This design comes from an exercise in tuning for small area, a short achievable clock period and few clock cycles on the open sky130 flow, not from production work. In this exercise RTL edits were held to simulation tests only and were not proved equivalent to the original. No activity file was given, so power comes from the tool's default toggle rates.

==> inputs of job 2715 <==
==> flow/design.v <==
`default_nettype none
package roc_pkg;
  localparam int unsigned AddrWidth = 32;
  localparam int unsigned DataWidth = 32;
  typedef logic [AddrWidth-1:0] addr_t;
  typedef logic [DataWidth-1:0] data_t;
endpackage
`default_nettype wire
`timescale 1ns/1ps
`default_nettype none
module roc_region_decode #(
  parameter int unsigned NrRegions = 2
) (
  input  wire logic                    enable_i,
  input  wire logic [NrRegions*64-1:0] regions_i,
  input  wire logic [31:0]             addr_i,
  output logic                         cacheable_o
);
  logic in_region;
  always_comb begin
    in_region = 1'b0;
    for (int unsigned i = 0; i < NrRegions; i++) begin
      if ((addr_i >= regions_i[i*64+32 +: 32]) &&
          (addr_i < regions_i[i*64 +: 32])) begin
        in_region = 1'b1;
      end
    end
  end
  assign cacheable_o = enable_i && in_region;
endmodule
`default_nettype wire
`timescale 1ns/1ps
`default_nettype none
module roc_line_store (
  input  wire logic        clk_i,
  input  wire logic        rst_n_i,
  input  wire logic [3:0]  tag_idx_i,
  output logic             tag_valid_o,
  output logic [25:0]      tag_o,
  input  wire logic [3:0]  data_idx_i,
  output logic [31:0]      data_o,
  input  wire logic        wr_i,
  input  wire logic [3:0]  wr_idx_i,
  input  wire logic [25:0] wr_tag_i,
  input  wire logic [31:0] wr_data_i,
  input  wire logic        flush_i
);
  logic [25:0] tag_mem  [16];
  logic [31:0] data_mem [16];
  logic [15:0] valid_q;
  assign tag_valid_o = valid_q[tag_idx_i];
  assign tag_o       = tag_mem[tag_idx_i];
  assign data_o      = data_mem[data_idx_i];
  always_ff @(posedge clk_i or negedge rst_n_i) begin
    if (!rst_n_i) begin
      valid_q <= '0;
    end else if (flush_i) begin
      valid_q <= '0;
    end else if (wr_i) begin
      valid_q[wr_idx_i] <= 1'b1;
    end
  end
  always_ff @(posedge clk_i) begin
    if (wr_i) begin
      tag_mem[wr_idx_i]  <= wr_tag_i;
      data_mem[wr_idx_i] <= wr_data_i;
    end
  end
endmodule
`default_nettype wire
`timescale 1ns/1ps
`default_nettype none
module roc_refill #(
  parameter int unsigned Depth = 4
) (
  input  wire logic        clk_i,
  input  wire logic        rst_n_i,
  input  wire logic        push_i,
  input  wire logic        push_hit_i,
  input  wire logic        push_cacheable_i,
  input  wire logic [31:0] push_addr_i,
  input  wire logic [31:0] push_data_i,
  output logic             full_o,
  output logic             empty_nx_o,
  input  wire logic        chk_c_i,
  input  wire logic [3:0]  chk_idx_i,
  output logic             chk_pending_o,
  output logic [32:0]      rsp_o,
  output logic             rsp_valid_o,
  input  wire logic        rsp_ready_i,
  output logic [31:0]      mem_addr_o,
  output logic             mem_req_valid_o,
  input  wire logic        mem_req_ready_i,
  input  wire logic [32:0] mem_rsp_i,
  input  wire logic        mem_rsp_valid_i,
  output logic             fill_o,
  output logic [3:0]       fill_idx_o,
  output logic [25:0]      fill_tag_o,
  output logic [31:0]      fill_data_o
);
  logic [Depth-1:0] vld_q;     
  logic [Depth-1:0] rdy_q;     
  logic [Depth-1:0] need_q;    
  logic [Depth-1:0] wait_q;    
  logic [Depth-1:0] c_q;       
  logic [Depth-1:0] err_q;
  logic [31:0]      d_q [Depth];
  logic [Depth-1:0] hd_q, tl_q, iss_q, fil_q;
  logic             rsp_v_q;
  logic [32:0]      rsp_q;
  logic             mem_v_q;
  logic [31:0]      mem_q;
  function automatic logic [Depth-1:0] rotl(input logic [Depth-1:0] v);
    rotl = {v[Depth-2:0], v[Depth-1]};
  endfunction
  function automatic logic [Depth-1:0] first_from(input logic [Depth-1:0] f,
                                                  input logic [Depth-1:0] p);
    logic [Depth-1:0] r;
    logic             found;
    r = '0;
    for (int unsigned s = 0; s < Depth; s++) begin
      found = 1'b0;
      for (int unsigned k = 0; k < Depth; k++) begin
        if (!found && f[(s + k) % Depth]) begin
          if (p[s]) r[(s + k) % Depth] = 1'b1;
          found = 1'b1;
        end
      end
    end
    first_from = (|f) ? r : p;
  endfunction
  logic             rsp_free, mem_free;
  logic             head_fill, pop, load_q, load_push, push_miss;
  logic [Depth-1:0] push_oh, pop_oh, iss_oh, fil_oh;
  logic [Depth-1:0] pend_nx;
  logic [32:0]      head;
  logic [31:0]      iss_addr;
  assign rsp_valid_o     = rsp_v_q;
  assign rsp_o           = rsp_q;
  assign mem_req_valid_o = mem_v_q;
  assign mem_addr_o      = mem_q;
  assign rsp_free = !rsp_v_q || rsp_ready_i;
  assign mem_free = !mem_v_q || mem_req_ready_i;
  always_comb begin
    head       = '0;
    iss_addr   = '0;
    fill_o     = 1'b0;
    fill_idx_o = '0;
    fill_tag_o = '0;
    for (int unsigned i = 0; i < Depth; i++) begin
      if (hd_q[i])  head     = head | {d_q[i], err_q[i]};
      if (iss_q[i]) iss_addr = iss_addr | d_q[i];
      if (fil_q[i]) begin
        fill_o     = fill_o | c_q[i];
        fill_idx_o = fill_idx_o | d_q[i][5:2];
        fill_tag_o = fill_tag_o | d_q[i][31:6];
      end
    end
    fill_o = fill_o && mem_rsp_valid_i && !mem_rsp_i[0];
  end
  assign fill_data_o = mem_rsp_i[32:1];
  assign head_fill = mem_rsp_valid_i && |(hd_q & fil_q & wait_q);
  assign pop       = rsp_free && |(hd_q & vld_q) && (|(hd_q & rdy_q) || head_fill);
  assign push_miss = push_i && !push_hit_i;
  assign load_q    = mem_free && |(iss_q & need_q);
  assign load_push = mem_free && ~|need_q && push_miss;
  assign push_oh = push_i ? tl_q : '0;
  assign pop_oh  = pop ? hd_q : '0;
  assign iss_oh  = load_q ? iss_q : '0;
  assign fil_oh  = mem_rsp_valid_i ? fil_q : '0;
  logic             full_q;
  logic [Depth-1:0] vld_nx;
  logic [Depth-1:0] tl_nx;
  logic             rsp_v_nx;
  assign vld_nx   = (vld_q & ~pop_oh) | push_oh;
  assign tl_nx    = push_i ? rotl(tl_q) : tl_q;
  assign rsp_v_nx = rsp_free ? pop : rsp_v_q;
  assign full_o   = full_q;
  assign empty_nx_o = ~|vld_nx && !rsp_v_nx;
  assign pend_nx = ((need_q | wait_q) & c_q & ~fil_oh);
  always_comb begin
    chk_pending_o = 1'b0;
    for (int unsigned i = 0; i < Depth; i++) begin
      if (pend_nx[i] && (d_q[i][5:2] == chk_idx_i)) chk_pending_o = 1'b1;
    end
    if (push_miss && push_cacheable_i && (push_addr_i[5:2] == chk_idx_i)) chk_pending_o = 1'b1;
    chk_pending_o = chk_pending_o && chk_c_i;
  end
  always_ff @(posedge clk_i or negedge rst_n_i) begin
    if (!rst_n_i) begin
      vld_q   <= '0;
      rdy_q   <= '0;
      need_q  <= '0;
      wait_q  <= '0;
      hd_q    <= Depth'(1);
      tl_q    <= Depth'(1);
      iss_q   <= Depth'(1);
      fil_q   <= Depth'(1);
      rsp_v_q <= 1'b0;
      mem_v_q <= 1'b0;
      full_q  <= 1'b0;
    end else begin
      full_q  <= |(tl_nx & vld_nx);
      vld_q   <= vld_nx;
      rdy_q   <= ((rdy_q | fil_oh) & ~pop_oh & ~push_oh) | (push_hit_i ? push_oh : '0);
      need_q  <= (need_q & ~iss_oh) | ((push_miss && !load_push) ? push_oh : '0);
      wait_q  <= (wait_q & ~fil_oh) | iss_oh | (load_push ? push_oh : '0);
      if (pop)    hd_q <= rotl(hd_q);
      tl_q    <= tl_nx;
      iss_q   <= first_from((need_q & ~iss_oh) | push_oh, iss_q);
      fil_q   <= first_from(((need_q | wait_q) & ~fil_oh) | push_oh, fil_q);
      rsp_v_q <= rsp_v_nx;
      if (mem_free) mem_v_q <= load_q || load_push;
    end
  end
  always_ff @(posedge clk_i) begin
    for (int unsigned i = 0; i < Depth; i++) begin
      if (fil_oh[i]) begin
        d_q[i]   <= mem_rsp_i[32:1];
        err_q[i] <= mem_rsp_i[0];
      end
      if (push_oh[i]) begin
        d_q[i]   <= push_hit_i ? push_data_i : push_addr_i;
        err_q[i] <= 1'b0;
        c_q[i]   <= push_cacheable_i && !push_hit_i;
      end
    end
    if (pop) begin
      rsp_q <= head_fill ? mem_rsp_i : head;
    end
    if (load_q) begin
      mem_q <= iss_addr;
    end else if (load_push) begin
      mem_q <= push_addr_i;
    end
  end
endmodule
`default_nettype wire
`timescale 1ns/1ps
`default_nettype none
module roc_top #(
  parameter int unsigned LineCount = 16,
  parameter int unsigned NrRegions = 2,
  parameter int unsigned Depth     = 6
) (
  input  wire logic                              clk_i,
  input  wire logic                              rst_n_i,
  input  wire logic                              enable_i,
  input  wire logic [NrRegions*64-1:0]           regions_i,
  input  wire logic [31:0]                       req_i,
  input  wire logic                              req_valid_i,
  output logic                                   req_ready_o,
  output logic [32:0]                            rsp_o,
  output logic                                   rsp_valid_o,
  input  wire logic                              rsp_ready_i,
  output logic [31:0]                            mem_addr_o,
  output logic                                   mem_req_valid_o,
  input  wire logic                              mem_req_ready_i,
  input  wire logic [32:0]                       mem_rsp_i,
  input  wire logic                              mem_rsp_valid_i,
  input  wire logic                              flush_valid_i,
  output logic                                   flush_ready_o
);
  logic        cacheable;
  logic        s1_v_q;
  logic [31:0] s1_addr_q;
  logic        s1_c_q;
  logic        s1_move;
  logic        s2_v_q;
  logic [31:0] s2_addr_q;
  logic        s2_c_q;
  logic        s2_lv_q;
  logic [25:0] s2_ltag_q;
  logic        s2_move;
  logic        rd_valid;
  logic [25:0] rd_tag;
  logic [31:0] rd_data;
  logic        hit;
  logic        s2_pend_q;
  logic        pend_nx;
  logic        q_full;
  logic        q_empty_nx;
  logic        idle_q;
  logic        fill;
  logic [3:0]  fill_idx;
  logic [25:0] fill_tag;
  logic [31:0] fill_data;
  logic        flush;
  roc_region_decode #(
    .NrRegions ( NrRegions )
  ) i_region_decode (
    .enable_i    ( enable_i  ),
    .regions_i   ( regions_i ),
    .addr_i      ( req_i     ),
    .cacheable_o ( cacheable )
  );
  assign s2_move     = s2_v_q && !q_full && !s2_pend_q;
  assign s1_move     = s1_v_q && (!s2_v_q || s2_move);
  assign req_ready_o = !(s1_v_q && s2_v_q && (q_full || s2_pend_q));
  always_ff @(posedge clk_i or negedge rst_n_i) begin
    if (!rst_n_i) begin
      s1_v_q <= 1'b0;
      s2_v_q <= 1'b0;
    end else begin
      if (req_ready_o) s1_v_q <= req_valid_i;
      if (!s2_v_q || s2_move) s2_v_q <= s1_v_q;
    end
  end
  always_ff @(posedge clk_i or negedge rst_n_i) begin
    if (!rst_n_i) begin
      s2_pend_q <= 1'b0;
    end else begin
      s2_pend_q <= pend_nx;
    end
  end
  always_ff @(posedge clk_i) begin
    if (req_ready_o && req_valid_i) begin
      s1_addr_q <= req_i;
      s1_c_q    <= cacheable;
    end
    if (s1_move) begin
      s2_addr_q <= s1_addr_q;
      s2_c_q    <= s1_c_q;
    end
  end
  always_ff @(posedge clk_i or negedge rst_n_i) begin
    if (!rst_n_i) begin
      s2_lv_q <= 1'b0;
    end else if (flush) begin
      s2_lv_q <= 1'b0;
    end else if (s1_move) begin
      s2_lv_q <= (fill && (fill_idx == s1_addr_q[5:2])) || rd_valid;
    end else if (fill && (fill_idx == s2_addr_q[5:2])) begin
      s2_lv_q <= 1'b1;
    end
  end
  always_ff @(posedge clk_i) begin
    if (s1_move) begin
      s2_ltag_q <= (fill && (fill_idx == s1_addr_q[5:2])) ? fill_tag : rd_tag;
    end else if (fill && (fill_idx == s2_addr_q[5:2])) begin
      s2_ltag_q <= fill_tag;
    end
  end
  roc_line_store i_line_store (
    .clk_i       ( clk_i          ),
    .rst_n_i     ( rst_n_i        ),
    .tag_idx_i   ( s1_addr_q[5:2] ),
    .tag_valid_o ( rd_valid       ),
    .tag_o       ( rd_tag         ),
    .data_idx_i  ( s2_addr_q[5:2] ),
    .data_o      ( rd_data        ),
    .wr_i        ( fill           ),
    .wr_idx_i    ( fill_idx       ),
    .wr_tag_i    ( fill_tag       ),
    .wr_data_i   ( fill_data      ),
    .flush_i     ( flush          )
  );
  assign hit = s2_c_q && s2_lv_q && (s2_ltag_q == s2_addr_q[31:6]);
  roc_refill #(
    .Depth ( Depth )
  ) i_refill (
    .clk_i            ( clk_i           ),
    .rst_n_i          ( rst_n_i         ),
    .push_i           ( s2_move         ),
    .push_hit_i       ( hit             ),
    .push_cacheable_i ( s2_c_q          ),
    .push_addr_i      ( s2_addr_q       ),
    .push_data_i      ( rd_data         ),
    .full_o           ( q_full          ),
    .empty_nx_o       ( q_empty_nx      ),
    .chk_c_i          ( s1_move ? s1_c_q : s2_c_q ),
    .chk_idx_i        ( s1_move ? s1_addr_q[5:2] : s2_addr_q[5:2] ),
    .chk_pending_o    ( pend_nx         ),
    .rsp_o            ( rsp_o           ),
    .rsp_valid_o      ( rsp_valid_o     ),
    .rsp_ready_i      ( rsp_ready_i     ),
    .mem_addr_o       ( mem_addr_o      ),
    .mem_req_valid_o  ( mem_req_valid_o ),
    .mem_req_ready_i  ( mem_req_ready_i ),
    .mem_rsp_i        ( mem_rsp_i       ),
    .mem_rsp_valid_i  ( mem_rsp_valid_i ),
    .fill_o           ( fill            ),
    .fill_idx_o       ( fill_idx        ),
    .fill_tag_o       ( fill_tag        ),
    .fill_data_o      ( fill_data       )
  );
  always_ff @(posedge clk_i or negedge rst_n_i) begin
    if (!rst_n_i) begin
      idle_q <= 1'b0;
    end else begin
      idle_q <= !(req_ready_o ? req_valid_i : s1_v_q) &&
                !((!s2_v_q || s2_move) ? s1_v_q : s2_v_q) && q_empty_nx;
    end
  end
  assign flush_ready_o = idle_q;
  assign flush         = flush_valid_i && flush_ready_o;
endmodule
`default_nettype wire
==> flow/run.sh <==
#!/bin/bash
# synth_recipe.tcl (not shown) runs the flow's synth.tcl, then flattens the netlist and writes it again
# the make line also repeats each setting of config.mk as NAME=value (left out here)
make -C /OpenROAD-flow-scripts/flow DESIGN_CONFIG=/design/flow/config.mk WORK_HOME=/design/flow/orfs CLKGATE_MAP_FILE= SYNTH_SCRIPT=/design/flow/synth_recipe.tcl finish
==> flow/config.mk <==
export PLATFORM = sky130hd
export DESIGN_NAME = roc_top
export DESIGN_NICKNAME = roc_top
export VERILOG_FILES = /design/flow/design.v
export SDC_FILE = /design/flow/constraint.sdc
export NUM_CORES = 4
export LEC_CHECK = 0
export CAP_MARGIN = 20
export CORE_MARGIN = 2
export CORE_UTILIZATION = 40
export PLACE_DENSITY = 0.6
export SETUP_SLACK_MARGIN = 2.5
export SLEW_MARGIN = 20
==> flow/constraint.sdc <==
create_clock -name core_clock -period 5.0 [get_ports {clk_i}]
set_input_delay 1.0000 -clock core_clock [delete_from_list [all_inputs] [get_ports {clk_i}]]
set_output_delay 1.0000 -clock core_clock [all_outputs]
set_load 0.01 [all_outputs]
==> inputs of job 5489, as changes to job 2715 <==
--- a/flow/design.v
+++ b/flow/design.v
@@ -36,9 +36,9 @@
   input  wire logic        rst_n_i,
-  input  wire logic [3:0]  tag_idx_i,
+  input  wire logic [15:0] tag_sel_i,
   output logic             tag_valid_o,
   output logic [25:0]      tag_o,
-  input  wire logic [3:0]  data_idx_i,
+  input  wire logic [15:0] data_sel_i,
   output logic [31:0]      data_o,
   input  wire logic        wr_i,
-  input  wire logic [3:0]  wr_idx_i,
+  input  wire logic [15:0] wr_sel_i,
   input  wire logic [25:0] wr_tag_i,
@@ -50,5 +50,11 @@
   logic [15:0] valid_q;
-  assign tag_valid_o = valid_q[tag_idx_i];
-  assign tag_o       = tag_mem[tag_idx_i];
-  assign data_o      = data_mem[data_idx_i];
+  always_comb begin
+    tag_valid_o = |(valid_q & tag_sel_i);
+    tag_o       = '0;
+    data_o      = '0;
+    for (int unsigned k = 0; k < 16; k++) begin
+      tag_o  = tag_o  | (tag_mem[k]  & {26{tag_sel_i[k]}});
+      data_o = data_o | (data_mem[k] & {32{data_sel_i[k]}});
+    end
+  end
   always_ff @(posedge clk_i or negedge rst_n_i) begin
@@ -59,3 +65,3 @@
     end else if (wr_i) begin
-      valid_q[wr_idx_i] <= 1'b1;
+      valid_q <= valid_q | wr_sel_i;
     end
@@ -63,5 +69,7 @@
   always_ff @(posedge clk_i) begin
-    if (wr_i) begin
-      tag_mem[wr_idx_i]  <= wr_tag_i;
-      data_mem[wr_idx_i] <= wr_data_i;
+    for (int unsigned k = 0; k < 16; k++) begin
+      if (wr_i && wr_sel_i[k]) begin
+        tag_mem[k]  <= wr_tag_i;
+        data_mem[k] <= wr_data_i;
+      end
     end
@@ -83,2 +91,3 @@
   output logic             full_o,
+  output logic             full_nx_o,
   output logic             empty_nx_o,
@@ -96,3 +105,3 @@
   output logic             fill_o,
-  output logic [3:0]       fill_idx_o,
+  output logic [15:0]      fill_sel_o,
   output logic [25:0]      fill_tag_o,
@@ -129,3 +138,3 @@
     end
-    first_from = (|f) ? r : p;
+    first_from = r;
   endfunction
@@ -146,4 +155,2 @@
     iss_addr   = '0;
-    fill_o     = 1'b0;
-    fill_idx_o = '0;
     fill_tag_o = '0;
@@ -152,10 +159,49 @@
       if (iss_q[i]) iss_addr = iss_addr | d_q[i];
-      if (fil_q[i]) begin
-        fill_o     = fill_o | c_q[i];
-        fill_idx_o = fill_idx_o | d_q[i][5:2];
-        fill_tag_o = fill_tag_o | d_q[i][31:6];
+      if (fil_q[i]) fill_tag_o = fill_tag_o | d_q[i][31:6];
+    end
+  end
+  logic [Depth-1:0] fil_nx, fil_nx_f, fil_nx_n;
+  logic [15:0]      fill_sel_q;
+  logic             fill_c_q;
+  logic [3:0]       fidx_f, fidx_n;
+  logic             fc_f, fc_n;
+  logic [Depth-1:0] fs_f, fs_n;
+  logic             any_f, any_n;
+  assign fs_f  = first_from((need_q | wait_q) & ~fil_q, fil_q);
+  assign fs_n  = first_from(need_q | wait_q, fil_q);
+  assign any_f = |((need_q | wait_q) & ~fil_q);
+  assign any_n = |(need_q | wait_q);
+  assign fil_nx_f = any_f ? fs_f : (push_i ? tl_q : fil_q);
+  assign fil_nx_n = any_n ? fs_n : (push_i ? tl_q : fil_q);
+  assign fil_nx   = mem_rsp_valid_i ? fil_nx_f : fil_nx_n;
+  always_comb begin
+    fidx_f = '0;
+    fidx_n = '0;
+    fc_f   = 1'b0;
+    fc_n   = 1'b0;
+    for (int unsigned i = 0; i < Depth; i++) begin
+      if (fs_f[i]) begin
+        fidx_f = fidx_f | d_q[i][5:2];
+        fc_f   = fc_f | c_q[i];
+      end
+      if (fs_n[i]) begin
+        fidx_n = fidx_n | d_q[i][5:2];
+        fc_n   = fc_n | c_q[i];
       end
     end
-    fill_o = fill_o && mem_rsp_valid_i && !mem_rsp_i[0];
+    if (!any_f) begin
+      fidx_f = push_addr_i[5:2];
+      fc_f   = push_i && push_cacheable_i && !push_hit_i;
+    end
+    if (!any_n) begin
+      fidx_n = push_addr_i[5:2];
+      fc_n   = push_i && push_cacheable_i && !push_hit_i;
+    end
   end
+  always_ff @(posedge clk_i) begin
+    fill_sel_q <= mem_rsp_valid_i ? (16'd1 << fidx_f) : (16'd1 << fidx_n);
+    fill_c_q   <= mem_rsp_valid_i ? fc_f : fc_n;
+  end
+  assign fill_o     = fill_c_q && mem_rsp_valid_i && !mem_rsp_i[0];
+  assign fill_sel_o = fill_sel_q;
   assign fill_data_o = mem_rsp_i[32:1];
@@ -177,3 +223,4 @@
   assign rsp_v_nx = rsp_free ? pop : rsp_v_q;
-  assign full_o   = full_q;
+  assign full_o    = full_q;
+  assign full_nx_o = |(tl_nx & vld_nx);
   assign empty_nx_o = ~|vld_nx && !rsp_v_nx;
@@ -202,3 +249,3 @@
     end else begin
-      full_q  <= |(tl_nx & vld_nx);
+      full_q  <= full_nx_o;
       vld_q   <= vld_nx;
@@ -209,4 +256,5 @@
       tl_q    <= tl_nx;
-      iss_q   <= first_from((need_q & ~iss_oh) | push_oh, iss_q);
-      fil_q   <= first_from(((need_q | wait_q) & ~fil_oh) | push_oh, fil_q);
+      iss_q   <= (|(need_q & ~iss_oh)) ? first_from(need_q & ~iss_oh, iss_q)
+                                       : (push_i ? tl_q : iss_q);
+      fil_q   <= fil_nx;
       rsp_v_q <= rsp_v_nx;
@@ -232,3 +280,3 @@
       mem_q <= iss_addr;
-    end else if (load_push) begin
+    end else if (mem_free && ~|need_q && push_i) begin
       mem_q <= push_addr_i;
@@ -266,2 +314,3 @@
   logic [31:0] s1_addr_q;
+  logic [15:0] s1_sel_q;
   logic        s1_c_q;
@@ -270,5 +319,5 @@
   logic [31:0] s2_addr_q;
+  logic [15:0] s2_sel_q;
   logic        s2_c_q;
-  logic        s2_lv_q;
-  logic [25:0] s2_ltag_q;
+  logic        s2_hit_q;
   logic        s2_move;
@@ -284,3 +333,5 @@
   logic        fill;
-  logic [3:0]  fill_idx;
+  logic [15:0] fill_sel;
+  logic        q_full_nx;
+  logic        ready_q;
   logic [25:0] fill_tag;
@@ -298,3 +349,14 @@
   assign s1_move     = s1_v_q && (!s2_v_q || s2_move);
-  assign req_ready_o = !(s1_v_q && s2_v_q && (q_full || s2_pend_q));
+  assign req_ready_o = ready_q;
+  logic s1_v_nx;
+  logic s2_v_nx;
+  assign s1_v_nx = req_ready_o ? req_valid_i : s1_v_q;
+  assign s2_v_nx = (!s2_v_q || s2_move) ? s1_v_q : s2_v_q;
+  always_ff @(posedge clk_i or negedge rst_n_i) begin
+    if (!rst_n_i) begin
+      ready_q <= 1'b1;
+    end else begin
+      ready_q <= !(s1_v_nx && s2_v_nx && (q_full_nx || pend_nx));
+    end
+  end
   always_ff @(posedge clk_i or negedge rst_n_i) begin
@@ -304,4 +366,4 @@
     end else begin
-      if (req_ready_o) s1_v_q <= req_valid_i;
-      if (!s2_v_q || s2_move) s2_v_q <= s1_v_q;
+      s1_v_q <= s1_v_nx;
+      s2_v_q <= s2_v_nx;
     end
@@ -318,2 +380,3 @@
       s1_addr_q <= req_i;
+      s1_sel_q  <= 16'd1 << req_i[5:2];
       s1_c_q    <= cacheable;
@@ -322,2 +385,3 @@
       s2_addr_q <= s1_addr_q;
+      s2_sel_q  <= s1_sel_q;
       s2_c_q    <= s1_c_q;
@@ -325,18 +389,13 @@
   end
-  always_ff @(posedge clk_i or negedge rst_n_i) begin
-    if (!rst_n_i) begin
-      s2_lv_q <= 1'b0;
-    end else if (flush) begin
-      s2_lv_q <= 1'b0;
-    end else if (s1_move) begin
-      s2_lv_q <= (fill && (fill_idx == s1_addr_q[5:2])) || rd_valid;
-    end else if (fill && (fill_idx == s2_addr_q[5:2])) begin
-      s2_lv_q <= 1'b1;
-    end
-  end
+  logic s1_hit;
+  logic s1_fill_hit;
+  logic s2_fill_hit;
+  assign s1_hit      = s1_c_q && rd_valid && (rd_tag == s1_addr_q[31:6]);
+  assign s1_fill_hit = s1_c_q && (fill_tag == s1_addr_q[31:6]);
+  assign s2_fill_hit = s2_c_q && (fill_tag == s2_addr_q[31:6]);
   always_ff @(posedge clk_i) begin
     if (s1_move) begin
-      s2_ltag_q <= (fill && (fill_idx == s1_addr_q[5:2])) ? fill_tag : rd_tag;
-    end else if (fill && (fill_idx == s2_addr_q[5:2])) begin
-      s2_ltag_q <= fill_tag;
+      s2_hit_q <= (fill && |(fill_sel & s1_sel_q)) ? s1_fill_hit : s1_hit;
+    end else if (fill && |(fill_sel & s2_sel_q)) begin
+      s2_hit_q <= s2_fill_hit;
     end
@@ -346,9 +405,9 @@
     .rst_n_i     ( rst_n_i        ),
-    .tag_idx_i   ( s1_addr_q[5:2] ),
+    .tag_sel_i   ( s1_sel_q       ),
     .tag_valid_o ( rd_valid       ),
     .tag_o       ( rd_tag         ),
-    .data_idx_i  ( s2_addr_q[5:2] ),
+    .data_sel_i  ( s2_sel_q       ),
     .data_o      ( rd_data        ),
     .wr_i        ( fill           ),
-    .wr_idx_i    ( fill_idx       ),
+    .wr_sel_i    ( fill_sel       ),
     .wr_tag_i    ( fill_tag       ),
@@ -357,3 +416,3 @@
   );
-  assign hit = s2_c_q && s2_lv_q && (s2_ltag_q == s2_addr_q[31:6]);
+  assign hit = s2_hit_q;
   roc_refill #(
@@ -369,2 +428,3 @@
     .full_o           ( q_full          ),
+    .full_nx_o        ( q_full_nx       ),
     .empty_nx_o       ( q_empty_nx      ),
@@ -382,3 +442,3 @@
     .fill_o           ( fill            ),
-    .fill_idx_o       ( fill_idx        ),
+    .fill_sel_o       ( fill_sel        ),
     .fill_tag_o       ( fill_tag        ),
@@ -390,4 +450,3 @@
     end else begin
-      idle_q <= !(req_ready_o ? req_valid_i : s1_v_q) &&
-                !((!s2_v_q || s2_move) ? s1_v_q : s2_v_q) && q_empty_nx;
+      idle_q <= !s1_v_nx && !s2_v_nx && q_empty_nx;
     end
Settings changed: CORE_UTILIZATION 40 to 65, CTS_BUF_LIST from default to sky130_fd_sc_hd__clkbuf_8, PLACE_DENSITY 0.6 to 0.75.
==> comparison table <==
| item | job 2715 | job 5489 |
|---|---|---|
| Outcome | no timing/DRC/antenna violations | no timing/DRC/antenna violations |
| Die height | 390 µm | 307 µm |
| Detailed-routing iteration count for the pre-antenna-repair pass | 8 | 10 |
| Seq group | 12.7 mW | 13.5 mW |
| Global-route wire length before repair | 265000 µm | 297000 µm |
| Clock root buffer | clkbuf_16 | clkbuf_8 |
| Critical path depth in cells | 7 | 9 |
| Comb power frac | 7.5% | 14.4% |
| Synthesized cell area | 0.0597 mm² | 0.0597 mm² |
| Basic-gate share of the synthesized area counting and, or, nand and nor cells | 4.30% | 6.61% |
| Final clock skew | 69.9 ps | 75.0 ps |
| Via density per instance | 6.10 | 7.38 |
| Core Region | 0.148 mm² | 0.0914 mm² |
| Total power per unit cell area | 338 mW/mm² | 365 mW/mm² |
| Clk latency of the worst-skew pair | 800 ps | 950 ps |
| Total nets after synthesis | 4000 | 4598 |
| Number of global-route vias before repair | 36800 | 43300 |
| Share of flip-flops with an asynchronous set or reset after synthesis | 5.26% | 5.20% |
| Non-CTS buffers | 562 | 579 |
| Number of buffers added by the clock tree synthesis step | 146 | 208 |
Testbench counts of job 2715, summed over its fixed seeds: cycles 18,413.
Testbench counts of job 5489, summed over its fixed seeds: cycles 18,413.

-- static timing again, ports no longer ideal --
The results above use ideal ports. As a check the final layouts listed here were re-extracted and re-timed, cells and wires unchanged.
Step 1 (the two cells are an assumption about what drives the block):
set clk [get_ports {clk_i}]
set_driving_cell -lib_cell sky130_fd_sc_hd__clkbuf_16 $clk
set_driving_cell -lib_cell sky130_fd_sc_hd__buf_2 [delete_from_list [all_inputs] $clk]
Step 2 times the ports against the registers' clock, not the clock port: input delays grow and output delays shrink by t, the midpoint of the rising clock arrivals with the driver on.
Slacks: no drivers / after step 1 / after step 2; pairs: no drivers / after step 1.
run | shift t [ns] | setup slack, ns | worst setup path at the end | latest minus earliest clock arrival (ns)
job 2715 | 0.843 | 2.303 / 2.260 / 1.698 | input to register | 0.075 / 0.075
job 5489 | 0.979 | 2.166 / 2.166 / 1.456 | input to register | 0.075 / 0.076
After both steps setup and hold are still met in every run listed. The setup slack of job 5489, which loses most, moves by 0.000 ns with the drivers and by -0.710 ns with both steps.
